Context: an optimization exercise on an open-source flow, tuned for small area, a short achievable clock period and few clock cycles per item. The choices shown serve that exercise and are no tape-out recipe.
The RTL was checked by simulation tests, not by an equivalence proof against the original design.

==> design/flow/design.v <==
package simonCipherPkg;
	typedef logic [32-1:0] simonWord;
	typedef logic [2*32-1:0] simonBlock;
	typedef logic [4*32-1:0] simonKey;
	typedef logic [5:0] roundIdx;
endpackage
package simonPacketPkg;
	typedef logic [18*8-1:0] pktBytes;
	typedef logic [7:0] infoByte;
	typedef logic [7:0] pktCount;
	typedef enum logic [1:0]
	{
		sIdle,
		sLatch,
		sCheck,
		sIssue
	} pktInState;
endpackage
`timescale 1ns/10ps
module simonKeySchedule
#(
	parameter int RPC = 4
)
(
	input logic [127:0] ks,
	input logic [RPC-1:0] z,
	output logic [32*(RPC+4)-1:0] keys
);
assign keys[127:0] = ks;
logic [31:0] v [1:RPC+2];
logic [31:0] e [RPC];
for (genvar m = 1; m <= RPC + 2; m++)
begin : gV
	simonXor32 xorV
	(
		.a(keys[32*m +: 32]),
		.b({keys[32*m], keys[32*m+1 +: 31]}),
		.y(v[m])
	);
end
for (genvar j = 0; j < RPC; j++)
begin : gKey
	simonKeyFinal keyEarly
	(
		.u(v[j+1]),
		.k0(keys[32*j +: 32]),
		.z(z[j]),
		.k4(e[j])
	);
	simonXor32 xorK
	(
		.a({v[j+3][2:0], v[j+3][31:3]}),
		.b(e[j]),
		.y(keys[32*(j+4) +: 32])
	);
end
endmodule
module simonKeyFinal
(
	input logic [31:0] u,
	input logic [31:0] k0,
	input logic z,
	output logic [31:0] k4
);
assign k4 = u ^ k0 ^ {30'h3FFF_FFFF, 1'b0, z};
endmodule
module simonXor32
(
	input logic [31:0] a,
	input logic [31:0] b,
	output logic [31:0] y
);
assign y = a ^ b;
endmodule
`timescale 1ns/10ps
module simonRoundCore
#(
	parameter int RPC = 4
)
(
	input logic [63:0] blkIn,
	input logic [32*RPC-1:0] keys,
	output logic [63:0] blkOut
);
logic [31:0] x [RPC+2];	 
assign x[0] = blkIn[31:0];
assign x[1] = blkIn[63:32];
for (genvar j = 0; j < RPC; j++)
begin : gRound
	simonRound round
	(
		.x(x[j+1]),
		.y(x[j]),
		.k(keys[32*j +: 32]),
		.xOut(x[j+2])
	);
end
assign blkOut = {x[RPC+1], x[RPC]};
endmodule
module simonRound
(
	input logic [31:0] x,
	input logic [31:0] y,
	input logic [31:0] k,
	output logic [31:0] xOut
);
logic [31:0] yk;
logic [31:0] t;
simonXor32 xorYK
(
	.a(y),
	.b(k),
	.y(yk)
);
simonXor32 xorT
(
	.a(yk),
	.b({x[29:0], x[31:30]}),
	.y(t)
);
simonAndXor32 andXor
(
	.a({x[30:0], x[31]}),
	.b({x[23:0], x[31:24]}),
	.c(t),
	.y(xOut)
);
endmodule
module simonAndXor32
(
	input logic [31:0] a,
	input logic [31:0] b,
	input logic [31:0] c,
	output logic [31:0] y
);
assign y = (a & b) ^ c;
endmodule
`timescale 1ns/10ps
module simonCipherTop
(
	input logic clk,
	input logic rstN,
	input logic pktReq,
	input logic [143:0] pktIn,
	output logic pktLoad,
	output logic pktDone,
	output logic pktError,
	output logic outValid,
	output logic [143:0] outPkt
);
localparam int K = 3;			 
localparam int RPC = 4;			 
localparam int STEPS = 44 / RPC;	 
localparam int S = K - 1;		 
localparam int NW = 2;			 
localparam logic [63:0] z3Seq = {2'b00, 62'b11110000101100111001010001001000000111101001100011010111011011};
logic reqDly;
logic pend;		 
logic okR;		 
logic keyR;
logic twoR;
logic [7:0] expCount;
logic [NW-1:0] n;
logic half;		 
logic [1:0] sAge;	 
logic [63:0] slot [S];
logic [7:0] sCnt [S];
logic go;		 
logic gP;		 
logic run;
logic [3:0] step;
logic [NW-1:0] nb;	 
logic [127:0] master;
logic [127:0] ks;	 
logic [63:0] lane [K];
logic [7:0] lCnt [K];
logic [NW-1:0] oRem;	 
logic ov;
logic [63:0] outQ [K];
logic [7:0] oCnt [K];
logic reqRise;
logic lastStep;
logic freeNext;
logic pData;
logic pKey;
logic takeS;
logic splitS;		 
logic dbl;		 
logic [NW-1:0] nAfter;
logic halfAfter;
logic pAfter;
logic goNext;
logic takeKey;
logic take;
logic [RPC-1:0] zStep;	 
logic [32*(RPC+4)-1:0] keys;
logic [63:0] res [K];
assign reqRise = pktReq && !reqDly;
assign lastStep = run && (step == STEPS - 1);
assign freeNext = !go && (!run || lastStep || (step == STEPS - 2));
assign pData = pend && okR && !keyR;
assign pKey = pend && okR && keyR;
assign takeS = pData && !go && (n != S);
assign splitS = twoR && !half && (n == S - 1);
assign dbl = twoR && !half && (n != S - 1);
assign nAfter = !takeS ? n : dbl ? n + 2'd2 : n + 1'b1;
assign halfAfter = takeS ? splitS : half;
assign pAfter = takeS ? splitS : pData;
assign goNext = !go && freeNext && (((nAfter == S) && pAfter) ||
	((nAfter != 0) && (pKey || (!takeS && (sAge == 2'd3)))));
assign takeKey = pKey && (n == 0) && !go;
assign take = (takeS && !splitS) || (go && gP && (half || !twoR)) || takeKey || (pend && !okR);
always_ff @(posedge clk, negedge rstN)
begin
	if (!rstN)
	begin
		reqDly <= 1'b0;
		pend <= 1'b0;
		okR <= 1'b0;
		keyR <= 1'b0;
		twoR <= 1'b0;
		expCount <= '0;
		n <= '0;
		half <= 1'b0;
		sAge <= '0;
		go <= 1'b0;
		gP <= 1'b0;
		run <= 1'b0;
		step <= '0;
		nb <= '0;
		oRem <= '0;
		ov <= 1'b0;
		pktLoad <= 1'b0;
		pktDone <= 1'b0;
		pktError <= 1'b0;
	end
	else
	begin
		reqDly <= pktReq;
		okR <= (pktIn[135:128] == expCount) && (pktIn[139:136] == 4'h3) && !pktIn[140];
		keyR <= pktIn[141];
		twoR <= pktIn[143];
		if (reqRise)
			pend <= 1'b1;
		else if (take)
			pend <= 1'b0;
		pktLoad <= take;
		if (take)
			pktDone <= 1'b0;
		else if (pktLoad)
			pktDone <= 1'b1;
		if (pend && !okR)
			pktError <= 1'b1;
		if (take)
			expCount <= expCount + 1'b1;
		go <= goNext;
		gP <= (nAfter == S) && pAfter;
		if (go)
			n <= '0;
		else
			n <= nAfter;
		if (go && gP)
			half <= !half && twoR;
		else
			half <= halfAfter;
		if (takeS)
			sAge <= '0;
		else if (sAge != 2'd3)
			sAge <= sAge + 1'b1;
		if (go)
		begin
			run <= 1'b1;
			step <= '0;
			nb <= n + gP;
		end
		else if (run)
		begin
			step <= step + 1'b1;
			if (lastStep)
				run <= 1'b0;
		end
		if (lastStep)
			oRem <= nb;
		else if (oRem != 0)
			oRem <= oRem - 1'b1;
		ov <= lastStep || (oRem > 1);
	end
end
simonKeySchedule #(.RPC(RPC)) keySchedule
(
	.ks(ks),
	.z(zStep),
	.keys(keys)
);
for (genvar i = 0; i < K; i++)
begin : gLane
	simonRoundCore #(.RPC(RPC)) core
	(
		.blkIn(lane[i]),
		.keys(keys[32*RPC-1:0]),
		.blkOut(res[i])
	);
	if (i < S)
	begin : gSlot
		always_ff @(posedge clk)
		begin
			if (takeS && (n == i))
			begin
				slot[i] <= half ? pktIn[127:64] : pktIn[63:0];
				sCnt[i] <= pktIn[135:128];
			end
			else if (takeS && dbl && (n + 1'b1 == i))
			begin
				slot[i] <= pktIn[127:64];
				sCnt[i] <= pktIn[135:128];
			end
			if (go)
			begin
				lane[i] <= slot[i];
				lCnt[i] <= sCnt[i];
			end
			else
				lane[i] <= res[i];
		end
	end
	else
	begin : gLast
		always_ff @(posedge clk)
		begin
			if (go)
			begin
				lane[i] <= half ? pktIn[127:64] : pktIn[63:0];
				lCnt[i] <= pktIn[135:128];
			end
			else
				lane[i] <= res[i];
		end
	end
	always_ff @(posedge clk)
	begin
		if (lastStep || (i == K - 1))
		begin
			outQ[i] <= res[i];
			oCnt[i] <= lCnt[i];
		end
		else
		begin
			outQ[i] <= outQ[(i + 1) % K];
			oCnt[i] <= oCnt[(i + 1) % K];
		end
	end
end
always_ff @(posedge clk)
begin
	if (go)
		zStep <= z3Seq[RPC-1:0];
	else
		zStep <= z3Seq[RPC*(step+1) +: RPC];
	if (takeKey)
		master <= pktIn[127:0];
	if (go)
		ks <= master;
	else
		ks <= keys[32*RPC +: 128];
end
assign outValid = ov;
assign outPkt = {8'h13, oCnt[0], 64'h0, outQ[0]};
endmodule
==> design/flow/run.sh <==
#!/bin/bash
# synth_recipe.tcl (not shown) runs the flow's synth.tcl, then flattens the netlist and writes it again
# the make line also repeats each setting of config.mk as NAME=value (left out here)
make -C /OpenROAD-flow-scripts/flow DESIGN_CONFIG=/design/flow/config.mk WORK_HOME=/design/flow/orfs CLKGATE_MAP_FILE= SYNTH_SCRIPT=/design/flow/synth_recipe.tcl finish
==> design/flow/config.mk <==
export PLATFORM = sky130hd
export DESIGN_NAME = simonCipherTop
export DESIGN_NICKNAME = simonCipherTop
export VERILOG_FILES = /design/flow/design.v
export SDC_FILE = /design/flow/constraint.sdc
export NUM_CORES = 8
export LEC_CHECK = 0
export CAP_MARGIN = 20
export CORE_MARGIN = 2
export CORE_UTILIZATION = 55
export CTS_CLUSTER_DIAMETER = 100
export CTS_CLUSTER_SIZE = 25
export PLACE_DENSITY = 0.7
export SLEW_MARGIN = 70
export SYNTH_HIERARCHICAL = 1
export SYNTH_MINIMUM_KEEP_SIZE = 0
==> design/flow/constraint.sdc <==
create_clock -name core_clock -period 10.0 [get_ports {clk}]
set_input_delay 2.0000 -clock core_clock [delete_from_list [all_inputs] [get_ports {clk}]]
set_output_delay 2.0000 -clock core_clock [all_outputs]
set_load 0.01 [all_outputs]
==> impl_metrics.py, run 1 <==
metrics = {
    "final_layout": {
        "final_cells": 5461,
        "syn_to_final_growth_pct": 19.1,
        "fillers": 6367,
        "nets": 4511,
        "multi_input_area_mm2": 0.0273,
        "layout-drive-gt1-share": 0.308,
        "seq_area_mm2": 0.0206,
    },
    "synth": {
        "ys_types": 50,
        "async_reset_ff_frac": 0.0380,
        "muxShareOfSynthArea": 0.144,
        "ys.flop_type": "dfxtp_1",
        "yosys_register_bits": 869,
        "synthXorXnorAreaFrac": 0.307,
        "synth-compound-area-share": 0.0129,
        "synthAdderAreaFrac": 0.00406,
        "syn_avg_cell_area_um2": 11.5,
        "synth.area.top_cells": "dfxtp_1 23%, xor2_1 21%, edfxtp_1 19%, mux2_2 13%, xnor2_1 9.8%",
        "yosysWarnings": 26,
        "synth-simple-area-share": 0.0448,
        "yosys.area.top_type": "dfxtp_1",
        "syn_area_mm2": 0.0462,
        "ys_seq_area_frac": 0.444,
        "synth_cells": 4031,
        "yosysTopAreaCellShare": 0.234,
        "synth_top_family_by_area": "XOR/XNOR gates",
        "synth_edf_count": 296,
    },
    "clock_network": {
        "cts.htree.levels": 2,
        "cts_made_buffers": 41,
        "clkLatencyLatePin_ns": 0.63,
        "tritoncts": "built",
        "cts_hold_buffers": 0,
        "cts-root-buf": "clkbuf_16",
        "cts.sinks": 869,
        "clk_path_buf_depth": 3,
        "ctsResizeCount": 0,
        "post_cts_buffers": 0,
        "path_clk_slew_ns": 0.10,
    },
    "grt": {
        "grt_pass1_vias": 29600,
        "grt_max_degree": 43,
        "grtUsageTotal": 0.357,
        "grt_pass1_wl_um": 217000,
        "grt-ovfl-total": 0,
        "antenna_found_initial": 7,
    },
    "drt": {
        "drtIter0Drc": 3455,
        "routedWlPerCell_um": 28.6,
        "ant_nets": 0,
        "dr_total_vias": 30700,
        "drt-vias-per-instance": 5.61,
        "wl_um": 156000,
        "drt_first_pass_iters": 6,
        "drc": 0,
    },
    "floorplan": {
        "row_count": 106,
        "pin_count": 295,
        "die_w_um": 294,
        "start_util": 0.554,
        "die_h_um": 294,
        "core_area_mm2": 0.0834,
        "die-area_mm2": 0.0864,
    },
    "status": {
        "status": "finished clean",
    },
    "critical_path": {
        "arrival_ns": 4.23,
        "path_class": "flip-flop to flip-flop",
        "cp-end-kind": "flip-flop",
        "cp_slowest_cell": "dfxtp_1",
        "setup.worst_path.start_class": "flip-flop",
        "required_ns": 10.52,
        "cpLargestDelayFamily": "XOR/XNOR gates",
        "critPathMaxStageDelay_ns": 0.45,
        "crit_buf_inv": 3,
        "r2r-end": "outQ[1][50]",
        "path_cells": "xor2_1 > xor2_1 > xnor2_2 > clkdlybuf4s18_2 > xor2_1 > xnor2_2 > buf_2 > xor2_1 > xnor2_2 > clkdlybuf4s18_2 > xor2_1 > xnor2_1 > mux2_2",
        "reg2regPathDepth": 13,
        "r2r_slack_ns": 6.29,
        "cp_max_fo": 4,
        "critPathMostFrequentCell": "xor2_1",
        "reg2reg_from": "ks[12]",
    },
    "worst_hold_path": {
        "min_from": "lCnt[2][2]",
        "min_path_cells": 0,
        "hold_class": "flip-flop to flip-flop",
        "min_to": "oCnt[2][2]",
    },
    "timing": {
        "period_share": 0.371,
        "finalSetupViolations": 0,
        "period_minus_slack_ns": 3.71,
        "slew_violations": 0,
        "clock.fmax_ghz": 0.270,
        "hold_viol": 0,
        "setup_slack_ns": 6.29,
        "finalClockSkew_ns": 0.0382,
        "setup_tns_ns": 0,
        "relSlewSlack": 0.630,
        "worst_slew_pin_slew_ns": 0.554,
        "rsz0062_at_grt": "no",
    },
    "run": {
        "drv_cap": 0,
    },
    "placed_design": {
        "place_hpwl_um": 124000,
        "dp_cells": 5386,
        "portBuffers": 221,
        "pre_cts_ws_ns": 6.24,
        "gp_congestion": 1.01,
    },
}
-- per-layer routing --
layer,part of all wire,vias up,wire (um),track usage
met1,0.40,15400,63100,0.486
met3,0.083,339,13000,0.0467
met2,0.47,1484,72800,0.576
met5,0.00040,-,63,0
li1,-,13400,-,-
met4,0.047,10,7300,0.142
-- modules after synthesis, one instance, submodules excluded, excerpt --
module,times used,cells inside
simonAndXor32,12,64
simonKeyFinal,4,32
simonXor32,34,32
simonCipherTop,1,1919
-- worst max-delay path by stage --
stage / from / to / slack, ns / depth (start not counted)
after global routing: ks[12] / outQ[1][50] / 6.17 / 13
after global placement: ks[19] / outQ[0][61] / 5.49 / 10
after CTS: ks[114] / ks[99] / 6.22 / 9
final: ks[12] / outQ[1][50] / 6.29 / 13
after floorplan: go / master[0] / 3.03 / 3
after detailed placement: ks[114] / ks[99] / 6.24 / 9
-- cell families after synthesis --
family / Yosys count
adders and majority gates: 15
buffers and inverters: 305
xor gates and xnor gates: 1616
muxes: 597
other: 2
DFF: 869
and+or+nand+nor: 523
AOI/OAI and AO/OA: 104
-- per-stage QoR --
stage               cell area [um2]  hold slack (ns)  utilization
floorplan                     46500            0.323            -
global placement              48600            0.324        0.583
detailed placement            53400            0.327        0.640
CTS                           54600            0.342        0.655
global route                  55000            0.348        0.660
finish                        55000            0.344        0.660
-- sequential cells by signal, summed over array words and instances (netlist names), 2 cells and up --
register	flops
zStep	4
slot	128
sCnt	16
lane	192
step	4
outQ	192
oRem	2
sAge	2
oCnt	24
n	2
expCount	8
master	128
ks	128
nb	2
lCnt	24
-- synth_stat cells, types with 7 or more instances --
cell	number
mux2i_1	67
dfrtp_1	33
edfxtp_1	296
nand2_1	405
inv_1	13
mux2_2	521
clkbuf_1	65
xnor2_1	516
o21ai_0	7
buf_1	10
xor2_1	1096
mux2_1	9
a21oi_1	72
nand2b_1	8
nor2_1	83
buf_4	201
buf_6	12
ha_1	15
dfxtp_1	540
-- worst reg2reg max path, stage by stage (launching register included) --
cell and delay (ns):
dfxtp_1 0.45, xor2_1 0.32, xor2_1 0.29, xnor2_2 0.20
clkdlybuf4s18_2 0.32, xor2_1 0.24, xnor2_2 0.17, buf_2 0.20
xor2_1 0.12, xnor2_2 0.40, clkdlybuf4s18_2 0.35, xor2_1 0.19
xnor2_1 0.12, mux2_2 0.27
-- cell usage in the layout (no fill, tap or decap), types with 44 or more instances in the layout --
cell type,n
a21oi_1,72
buf_2,165
buf_4,56
clkbuf_16,44
clkdlybuf4s50_1,221
conb_1,72
dfxtp_1,464
dfxtp_2,76
edfxtp_1,296
mux2_2,521
mux2i_1,67
nand2_1,405
nor2_1,80
xnor2_1,264
xnor2_2,235
xor2_1,929
xor2_2,167
-- cell type report --
cell class                 count  area share
antenna                        1   0.0000455
clock buffer                  71      0.0220
clock inverter                 3    0.000750
inverter                      13    0.000886
multi-input combinational   2927       0.497
sequential                   869       0.375
tap                         1080      0.0245
timing repair buffer         497      0.0803
Testbench counts, summed over its fixed seeds: cycles 2,284, blocks 583.
==> inputs of run 2 (changes only) <==
==> design/flow/flow/run.sh (new file) <==
#!/bin/bash
# The standard layout (standard.sh, with its unchanged synthesis, floorplan,
# power grid, placement, clock tree and routing), with two changes to how it
# is optimised: the port buffers are buf_2 cells, and the resizer's setup
# repair aims for 6.5 ns of slack against the design's 10 ns clock.
# The make output goes to standard.log; each ORFS step keeps its own log
# under orfs/logs.
set -o pipefail
bash standard.sh "BUFFER_PORTS_ARGS=-buffer_cell sky130_fd_sc_hd__buf_2" SETUP_SLACK_MARGIN=6.5 finish > standard.log 2>&1
==> design/flow/standard.sh (new file) <==
#!/bin/bash
# synth_recipe.tcl (not shown) runs the flow's synth.tcl, then flattens the netlist and writes it again
# the make line also repeats each setting of config.mk as NAME=value (left out here)
make -C /OpenROAD-flow-scripts/flow DESIGN_CONFIG=/design/flow/config.mk WORK_HOME=/design/flow/orfs CLKGATE_MAP_FILE= SYNTH_SCRIPT=/design/flow/synth_recipe.tcl "${@:-finish}"
--- a/design/flow/config.mk
+++ b/design/flow/config.mk
@@ -13,3 +13,3 @@
 export PLACE_DENSITY = 0.7
-export SLEW_MARGIN = 70
+export SLEW_MARGIN = 55
 export SYNTH_HIERARCHICAL = 1
removed: design/flow/run.sh
==> impl_metrics.py, run 2 <==
metrics = {
    "critical_path": {
        "reg2regPathDepth": 9,
        "required_ns": 10.51,
        "cp_max_fo": 6,
        "critPathMaxStageDelay_ns": 0.61,
        "cp_slowest_cell": "dfxtp_1",
        "path_class": "flip-flop to flip-flop",
        "path_cells": "xor2_2 > xor2_2 > xor2_2 > xor2_2 > xor2_1 > xor2_2 > xor2_1 > xor2_1 > mux2_2",
        "critPathMostFrequentCell": "xor2_2",
        "r2r-end": "ks[127]",
        "setup.worst_path.start_class": "flip-flop",
        "cp-end-kind": "flip-flop",
        "r2r_slack_ns": 6.47,
        "arrival_ns": 4.03,
        "reg2reg_from": "ks[109]",
    },
    "floorplan": {
        "die_h_um": 294,
        "die_w_um": 294,
        "die-area_mm2": 0.0864,
        "core_area_mm2": 0.0834,
        "start_util": 0.554,
        "row_count": 106,
        "pin_count": 295,
    },
    "timing": {
        "slew_violations": 0,
        "finalSetupViolations": 0,
        "worst_slew_pin_slew_ns": 0.688,
        "relSlewSlack": 0.539,
        "finalClockSkew_ns": 0.0495,
        "setup_tns_ns": 0,
        "period_share": 0.353,
        "setup_slack_ns": 6.47,
        "rsz0062_at_grt": "no",
        "hold_viol": 0,
        "period_minus_slack_ns": 3.53,
        "clock.fmax_ghz": 0.284,
    },
    "grt": {
        "grtUsageTotal": 0.362,
        "antenna_found_initial": 11,
        "grt-ovfl-total": 0,
        "grt_pass1_wl_um": 220000,
        "grt_pass1_vias": 29200,
        "grt_max_degree": 80,
    },
    "placed_design": {
        "place_hpwl_um": 121000,
        "gp_congestion": 1.01,
        "pre_cts_ws_ns": 5.97,
        "portBuffers": 221,
    },
    "synth": {
        "yosys.cell_count.top_type": "xor2_1",
        "syn_area_mm2": 0.0462,
        "syn_avg_cell_area_um2": 11.5,
        "ys_seq_area_frac": 0.444,
        "yosys_register_bits": 869,
        "yosysWarnings": 26,
        "synth_edf_count": 296,
        "yosys.area.top_type": "dfxtp_1",
        "ys.flop_type": "dfxtp_1",
        "ys_types": 50,
        "synthTopCellsByCount": "1096 x xor2_1, 540 x dfxtp_1, 521 x mux2_2",
        "yosysTopAreaCellShare": 0.234,
        "synth.area.top_cells": "dfxtp_1 23%, xor2_1 21%, edfxtp_1 19%, mux2_2 13%, xnor2_1 9.8%",
        "async_reset_ff_frac": 0.0380,
        "synth_cells": 4031,
    },
    "clock_network": {
        "clk_path_buf_depth": 3,
        "cts_hold_buffers": 0,
        "cts.sinks": 869,
        "cts-root-buf": "clkbuf_16",
        "cts.htree.levels": 2,
        "cts_made_buffers": 42,
        "path_clk_slew_ns": 0.11,
        "clkLatencyLatePin_ns": 0.65,
        "tritoncts": "built",
    },
    "final_layout": {
        "layout-drive-gt1-share": 0.340,
        "fillers": 6576,
        "final_cell_mix": "917 x xor2_1, 521 x mux2_2, 482 x dfxtp_1",
        "syn_to_final_growth_pct": 16.6,
        "top_regs": "lane: 192 flops, outQ: 192 flops",
        "nets": 4427,
        "layout_commonest_cell": "xor2_1",
    },
    "drt": {
        "dr_total_vias": 30300,
        "routedWlPerCell_um": 29.5,
        "drc": 0,
        "ant_nets": 0,
        "wl_um": 159000,
        "drtIter0Drc": 3125,
        "drt_first_pass_iters": 5,
        "drt-vias-per-instance": 5.63,
    },
    "worst_hold_path": {
        "min_to": "oCnt[2][1]",
        "min_path_cells": 0,
        "min_from": "lCnt[2][1]",
        "hold_class": "flip-flop to flip-flop",
    },
    "run": {
        "drv_cap": 0,
    },
    "status": {
        "status": "finished clean",
    },
}
[run 2: how the worst max path moves through the flow]
stage / startpoint / to / slack (ns) / depth (start not counted)
final: ks[109] / ks[127] / 6.47 / 9
after global routing: ks[109] / ks[127] / 6.45 / 9
after CTS: ks[119] / ks[105] / 6.44 / 9
after detailed placement: ks[51] / ks[105] / 5.97 / 10
after global placement: ks[19] / outQ[0][63] / 5.35 / 10
after floorplan: go / sCnt[0][0] / 6.11 / 6
[run 2: per-layer routing]
metal | vias up | wire (um) | GRT usage | share of wire
li1 | 13300 | - | - | -
met1 | 15200 | 64400 | 0.495 | 0.41
met2 | 1468 | 72200 | 0.576 | 0.46
met3 | 355 | 13800 | 0.0524 | 0.087
met4 | 12 | 8120 | 0.155 | 0.051
met5 | - | 84 | 0 | 0.00053
[run 2: layout make-up]
class,count,area (um2),area share
Sequential cell,869,20600,0.382
Tap cell,1080,1350,0.0251
Inverter,13,48.8,0.000905
Timing Repair Buffer,412,2810,0.0521
Clock buffer,70,1190,0.0220
Multi-Input combinational cell,2927,27800,0.516
Antenna cell,7,17.5,0.000325
Clock inverter,6,75.1,0.00139
[run 2: timing repair]
action                                  in CTS  in global routing
pin swaps                                   25                 57
endpoints found under the hold margin        0                  0
endpoints found under the setup margin     206                228
buffers inserted                            12                 86
resized for setup                          232                124
[run 2: per-module statistics from Yosys (local to each module, per instance), a selection]
module | cells inside | cell area (um2) | flip-flops and latches | copies in the design
simonCipherTop | 1919 | 29800 | 869 | 1
simonAndXor32 | 64 | 400 | 0 | 12
simonXor32 | 32 | 280 | 0 | 34
simonKeyFinal | 32 | 295 | 0 | 4
[run 2: metrics by stage]
stage | cells | hold slack [ns] | instance area [um2] | utilization
2_1_floorplan | 4101 | 0.323 | 46500 | -
4_1_cts | 5289 | 0.346 | 52400 | 0.628
3_5_place_dp | 5201 | 0.329 | 49200 | 0.590
6_report | 5384 | 0.345 | 53900 | 0.646
5_1_grt | 5379 | 0.361 | 53900 | 0.646
3_3_place_gp | 5179 | 0.324 | 47600 | 0.571
[run 2: critical path: cells and delay by family, from the launching register on]
family	cells	cell delay (ns)
flip-flops	1	0.61
multiplexers	1	0.27
XOR/XNOR	8	2.54
[run 2: kinds of logic after synthesis]
| logic type | count (synthesis) | synth area share |
|---|---|---|
| xor gates and xnor gates | 1616 | 0.307 |
| DFF | 869 | 0.444 |
| muxes | 597 | 0.144 |
| and+or+nand+nor | 523 | 0.0448 |
| buffers and inverters | 305 | 0.0431 |
| AOI/OAI and AO/OA | 104 | 0.0129 |
| adders and majority gates | 15 | 0.00406 |
| other | 2 | 0.000162 |

[port drivers added, routing unchanged]
How much do the figures lean on ideal ports? The routed layouts below were timed once more, with nothing changed but the port constraints.
Step 1 (the two cells are an assumption about what drives the block):
set clk [get_ports {clk}]
set_driving_cell -lib_cell sky130_fd_sc_hd__clkbuf_16 $clk
set_driving_cell -lib_cell sky130_fd_sc_hd__buf_2 [delete_from_list [all_inputs] $clk]
Step 2 also shifts input and output timing later by t, the mid clock arrival at the registers, as if the neighbouring blocks saw the same clock.
a / b / c = ideal / step 1 / step 2; a / b = the first two.
run | shift t [ns] | slack for setup (ns) | worst register clock-pin slew, ns | worst slew at a driven data input, ns
run 1 | 0.677 | 6.291 / 6.291 / 6.291 | 0.11 / 0.11 | 0.07
run 2 | 0.695 | 6.475 / 6.475 / 6.475 | 0.11 / 0.11 | 0.09
After both steps setup and hold are still met in every run listed.
